From an optimization exercise on the open Yosys and OpenROAD flow, aimed at small area, a short achievable clock period and few clock cycles per item; shortcuts taken in it are not production practice. The RTL was checked by simulation tests, not by an equivalence proof against the original design. No activity file was given, so power comes from the tool's default toggle rates.

==> flow/design.v <==
`timescale 1ns / 1ps
package tpeq_pkg;
   localparam int DEFAULT_QUEUE_DEPTH = 16;
   localparam int ACTION_W   = 2;
   localparam int HANDLER_W  = 16;
   localparam int ARGUMENT_W = 16;
   localparam int ENTRY_W    = HANDLER_W + ARGUMENT_W;
   localparam int TOTAL_W    = 6;
   localparam int REQ_TDATA_W = 32;
   localparam int REQ_TUSER_W = 3;
   localparam int RSP_TDATA_W = 40;
   localparam int RSP_TUSER_W = 4;
   localparam logic [ACTION_W-1:0] ACT_PUSH = 2'd0;
   localparam logic [ACTION_W-1:0] ACT_POP  = 2'd1;
   localparam logic [ACTION_W-1:0] ACT_PEEK = 2'd2;
   typedef struct packed {
      logic accept;
      logic execute;
   } cmd_type;
   typedef struct packed {
      logic rsp_busy;
   } status_type;
endpackage
`timescale 1ns / 1ps
module two_priority_event_queue #(
   parameter int QUEUE_DEPTH = tpeq_pkg::DEFAULT_QUEUE_DEPTH
) (
   input  logic                             clock,
   input  logic                             reset,
   input  logic                             req_tvalid,
   output logic                             req_tready,
   input  logic [tpeq_pkg::REQ_TDATA_W-1:0] req_tdata,
   input  logic [tpeq_pkg::REQ_TUSER_W-1:0] req_tuser,
   output logic                             rsp_tvalid,
   input  logic                             rsp_tready,
   output logic [tpeq_pkg::RSP_TDATA_W-1:0] rsp_tdata,
   output logic [tpeq_pkg::RSP_TUSER_W-1:0] rsp_tuser
);
   localparam int PTR_W = $clog2(QUEUE_DEPTH);
   localparam int CNT_W = $clog2(QUEUE_DEPTH + 1);
   localparam int ENT_W = tpeq_pkg::ENTRY_W;
   localparam int TOT_W = tpeq_pkg::TOTAL_W;
   logic [ENT_W-1:0] high_mem [QUEUE_DEPTH];
   logic [ENT_W-1:0] low_mem  [QUEUE_DEPTH];
   logic [QUEUE_DEPTH-1:0] high_sel_ff;                   
   logic [QUEUE_DEPTH-1:0] low_head_ff;                   
   logic [QUEUE_DEPTH-1:0] low_sel_vec_ff;                
   logic [QUEUE_DEPTH-1:0] high_wr_ff, low_wr_ff;        
   logic [CNT_W-1:0]       high_count_ff, low_count_ff;
   logic                   high_any_ff;                   
   logic                   low_sel_ff;                    
   logic             rsp_tvalid_ff;
   logic [ENT_W-1:0] rsp_entry_ff;
   logic [TOT_W-1:0] total_ff;
   logic [3:0]       rsp_flags_ff;
   logic       accept;
   logic [1:0] action;
   logic       prio;
   logic       is_push, is_pop, is_read;
   logic       high_full, low_full, high_one, low_one, high_nearly, low_nearly;
   logic       push_ok, push_dropped, pop_ok;
   logic       high_push, low_push, high_pop, low_pop;
   logic       high_any_in, low_any_in;
   logic       entry_valid, from_high;
   logic [TOT_W-1:0] total_in;
   logic             all_empty;
   logic [2*QUEUE_DEPTH-1:0] head_sel;
   logic [ENT_W-1:0]         entry_word;
   assign req_tready = !rsp_tvalid_ff || rsp_tready;
   assign accept     = req_tvalid && req_tready;
   assign action  = req_tuser[1:0];
   assign prio    = req_tuser[2];
   assign is_push = (action == tpeq_pkg::ACT_PUSH);
   assign is_pop  = (action == tpeq_pkg::ACT_POP);
   assign is_read = (action == tpeq_pkg::ACT_POP) || (action == tpeq_pkg::ACT_PEEK);
   assign high_full = high_count_ff[CNT_W-1];
   assign low_full  = low_count_ff[CNT_W-1];
   assign high_one  = (high_count_ff == CNT_W'(1));
   assign high_nearly = (high_count_ff == CNT_W'(QUEUE_DEPTH - 1));
   assign low_nearly  = (low_count_ff == CNT_W'(QUEUE_DEPTH - 1));
   assign low_one   = (low_count_ff == CNT_W'(1));
   assign push_dropped = is_push && (prio ? high_full : low_full);
   assign push_ok      = is_push && !(prio ? high_full : low_full);
   assign pop_ok       = is_pop && (high_any_ff || low_sel_ff);
   assign high_push    = accept && push_ok && prio;
   assign low_push     = accept && push_ok && !prio;
   assign high_pop     = accept && is_pop && high_any_ff;
   assign low_pop      = accept && is_pop && low_sel_ff;
   assign high_any_in = high_push || (high_any_ff && !(high_pop && high_one));
   assign low_any_in  = low_push || ((low_count_ff != '0) && !(low_pop && low_one));
   assign head_sel = {low_sel_vec_ff, high_sel_ff};
   logic [QUEUE_DEPTH-1:0] high_sel_in, low_head_in, high_wr_in, low_wr_in;
   logic                   low_sel_in;
   always_comb begin
      if (high_pop)
         high_sel_in = high_one ? '0 : {high_sel_ff[QUEUE_DEPTH-2:0], high_sel_ff[QUEUE_DEPTH-1]};
      else if (high_push && !high_any_ff)
         high_sel_in = high_wr_ff;       
      else
         high_sel_in = high_sel_ff;
      if (high_push)
         high_wr_in = high_nearly ? '0 : {high_wr_ff[QUEUE_DEPTH-2:0], high_wr_ff[QUEUE_DEPTH-1]};
      else if (high_pop && high_full)
         high_wr_in = high_sel_ff;
      else
         high_wr_in = high_wr_ff;
      if (low_push)
         low_wr_in = low_nearly ? '0 : {low_wr_ff[QUEUE_DEPTH-2:0], low_wr_ff[QUEUE_DEPTH-1]};
      else if (low_pop && low_full)
         low_wr_in = low_head_ff;
      else
         low_wr_in = low_wr_ff;
   end
   assign low_head_in = low_pop ? {low_head_ff[QUEUE_DEPTH-2:0], low_head_ff[QUEUE_DEPTH-1]}
                                : low_head_ff;
   assign low_sel_in  = !high_any_in && low_any_in;
   for (genvar b = 0; b < ENT_W; b++) begin : g_rd
      logic [2*QUEUE_DEPTH-1:0] column;
      for (genvar i = 0; i < QUEUE_DEPTH; i++) begin : g_col
         assign column[i]               = high_mem[i][b];
         assign column[QUEUE_DEPTH + i] = low_mem[i][b];
      end
      tpeq_read_bit #(.N(2*QUEUE_DEPTH)) u_rd (
         .sel  (head_sel),
         .data (column),
         .en   (is_read),
         .bit_o(entry_word[b])
      );
   end
   assign entry_valid = is_read && (high_any_ff || low_sel_ff);
   assign from_high   = is_read && high_any_ff;
   assign total_in = push_ok ? total_ff + 1'b1 :
                     pop_ok  ? total_ff - 1'b1 : total_ff;
   assign all_empty = !push_ok && (pop_ok ? (total_ff == TOT_W'(1)) : (total_ff == '0));
   always_ff @(posedge clock) begin
      for (int i = 0; i < QUEUE_DEPTH; i++) begin
         if (high_wr_ff[i]) high_mem[i] <= req_tdata;
         if (low_wr_ff[i])  low_mem[i]  <= req_tdata;
      end
   end
   always_ff @(posedge clock) begin
      if (reset) begin
         high_sel_ff    <= '0;
         low_head_ff    <= QUEUE_DEPTH'(1);
         low_sel_vec_ff <= '0;
         high_wr_ff    <= QUEUE_DEPTH'(1);
         low_wr_ff     <= QUEUE_DEPTH'(1);
         high_count_ff <= '0;
         low_count_ff  <= '0;
         high_any_ff   <= 1'b0;
         low_sel_ff    <= 1'b0;
         total_ff      <= '0;
         rsp_tvalid_ff <= 1'b0;
      end else begin
         high_wr_ff <= high_wr_in;
         low_wr_ff  <= low_wr_in;
         high_sel_ff    <= high_sel_in;
         low_head_ff    <= low_head_in;
         low_sel_vec_ff <= low_head_in & {QUEUE_DEPTH{low_sel_in}};
         if (high_push)     high_count_ff <= high_count_ff + 1'b1;
         else if (high_pop) high_count_ff <= high_count_ff - 1'b1;
         if (low_push)      low_count_ff <= low_count_ff + 1'b1;
         else if (low_pop)  low_count_ff <= low_count_ff - 1'b1;
         high_any_ff <= high_any_in;
         low_sel_ff  <= low_sel_in;
         if (accept) total_ff <= total_in;
         if (accept) rsp_tvalid_ff <= 1'b1;
         else if (rsp_tready) rsp_tvalid_ff <= 1'b0;
      end
   end
   logic [ENT_W+3:0] rsp_in;
   tpeq_hold #(.W(ENT_W + 4)) u_rsp_hold (
      .load (accept),
      .d    ({all_empty, push_dropped, from_high, entry_valid, entry_word}),
      .q    ({rsp_flags_ff, rsp_entry_ff}),
      .d_out(rsp_in)
   );
   always_ff @(posedge clock) begin
      {rsp_flags_ff, rsp_entry_ff} <= rsp_in;
   end
   assign rsp_tvalid = rsp_tvalid_ff;
   assign rsp_tdata  = {2'b00, total_ff, rsp_entry_ff};
   assign rsp_tuser  = rsp_flags_ff;
endmodule
module tpeq_read_bit #(
   parameter int N = 32
) (
   input  logic [N-1:0] sel,
   input  logic [N-1:0] data,
   input  logic         en,
   output logic         bit_o
);
   localparam int G3 = N / 3;
   localparam int R  = N - 3 * G3;
   localparam int G  = G3 + ((R != 0) ? 1 : 0);
   logic [G-1:0] none;
   for (genvar g = 0; g < G3; g++) begin : g_aoi
      tpeq_aoi222 u_aoi (
         .a1(sel[3*g]),   .a2(data[3*g]),
         .b1(sel[3*g+1]), .b2(data[3*g+1]),
         .c1(sel[3*g+2]), .c2(data[3*g+2]),
         .y (none[g])
      );
   end
   if (R == 2) begin : g_r2
      tpeq_aoi22 u_aoi (
         .a1(sel[N-2]), .a2(data[N-2]),
         .b1(sel[N-1]), .b2(data[N-1]),
         .y (none[G-1])
      );
   end else if (R == 1) begin : g_r1
      assign none[G-1] = !(sel[N-1] && data[N-1]);
   end
   assign bit_o = en && !(&none);
endmodule
module tpeq_aoi222 (
   input  logic a1, a2, b1, b2, c1, c2,
   output logic y
);
   assign y = !((a1 && a2) || (b1 && b2) || (c1 && c2));
endmodule
module tpeq_aoi22 (
   input  logic a1, a2, b1, b2,
   output logic y
);
   assign y = !((a1 && a2) || (b1 && b2));
endmodule
module tpeq_hold #(
   parameter int W = 1
) (
   input  logic         load,
   input  logic [W-1:0] d,
   input  logic [W-1:0] q,
   output logic [W-1:0] d_out
);
   assign d_out = load ? d : q;
endmodule
Settings: LEC_CHECK=0, CAP_MARGIN=20, CORE_MARGIN=2, CORE_UTILIZATION=70, CTS_CLUSTER_DIAMETER=100, CTS_CLUSTER_SIZE=28, SETUP_SLACK_MARGIN=2.2, SLEW_MARGIN=20, SYNTH_HIERARCHICAL=1; clock period 4.2 ns.
run.sh (not shown) runs the stock make flow with config.mk's settings and CLKGATE_MAP_FILE= SYNTH_SCRIPT=/design/flow/synth_recipe.tcl, a recipe that flattens the netlist after the stock synthesis.
Testbench counts at the start, summed over its fixed seeds: cycles 24,008, items 24,000.
Then changed:
Settings changed: CAP_MARGIN 20 to 0, CORE_UTILIZATION 70 to 60, SLEW_MARGIN 20 to 0.
Sequential power hardly moves.
Power is higher by 0.69%.
Wire length climbs by 5.9%.
Critical path depth went down by 3.
Then changed:
Settings changed: CAP_MARGIN 0 to 20, PLACE_DENSITY set to 0.75, SLEW_MARGIN 0 to 20.
The changed run ran to the end with no violations; global-route usage is lower by 1.9 points; die area does not change; setup slack is worse by 0.081 ns; area after synthesis is unchanged; total power is lower by 1.1%; first-iteration DRC count is higher by 9.4%; design area is higher by 1.1%; routed wire length is lower by 2.5%; register-to-register slack is worse by 0.08 ns; hold slack is better by 0.0053 ns; flip-flop and latch count is unchanged.
Then changed:
Settings changed: CAP_MARGIN 20 to 5, PLACE_DENSITY 0.75 to not set, SLEW_MARGIN 20 to 5.
Result: Utilization came out lower by 0.77 points. Global-route usage came out higher by 1.9 points. Sequential power is about the same. Maximum frequency came out higher by a few percent. Routed wire length came out higher by a few percent.

==> afterwards: timing with drivers on the ports <==
How much do the figures lean on ideal ports? The routed layouts below were timed once more, with nothing changed but the port constraints. Step 1 sets driving cells, clkbuf_16 on the clock port and buf_2 on the other inputs (assumed; they add their load-dependent delay and slew). Step 2 adds t to the input delays and takes it off the output delays; t is the mean of the earliest and latest rising clock arrival at the registers after step 1. Input paths then give back, and output paths get back, about the clock's delay inside the block. a / b / c = no drivers / after step 1 / after step 2; a / b = the first two.
run | t (ns) | setup slack, ns | slew at the worst register clock pin (ns)
the first run | 0.703 | 2.139 / 2.074 / 1.540 | 0.12 / 0.12
the second run | 0.726 | 2.176 / 2.105 / 1.551 | 0.11 / 0.11
the third run | 0.694 | 2.095 / 2.092 / 1.514 | 0.11 / 0.11
the fourth run | 0.726 | 2.176 / 2.105 / 1.551 | 0.11 / 0.11
After both steps every run listed still meets setup and hold.
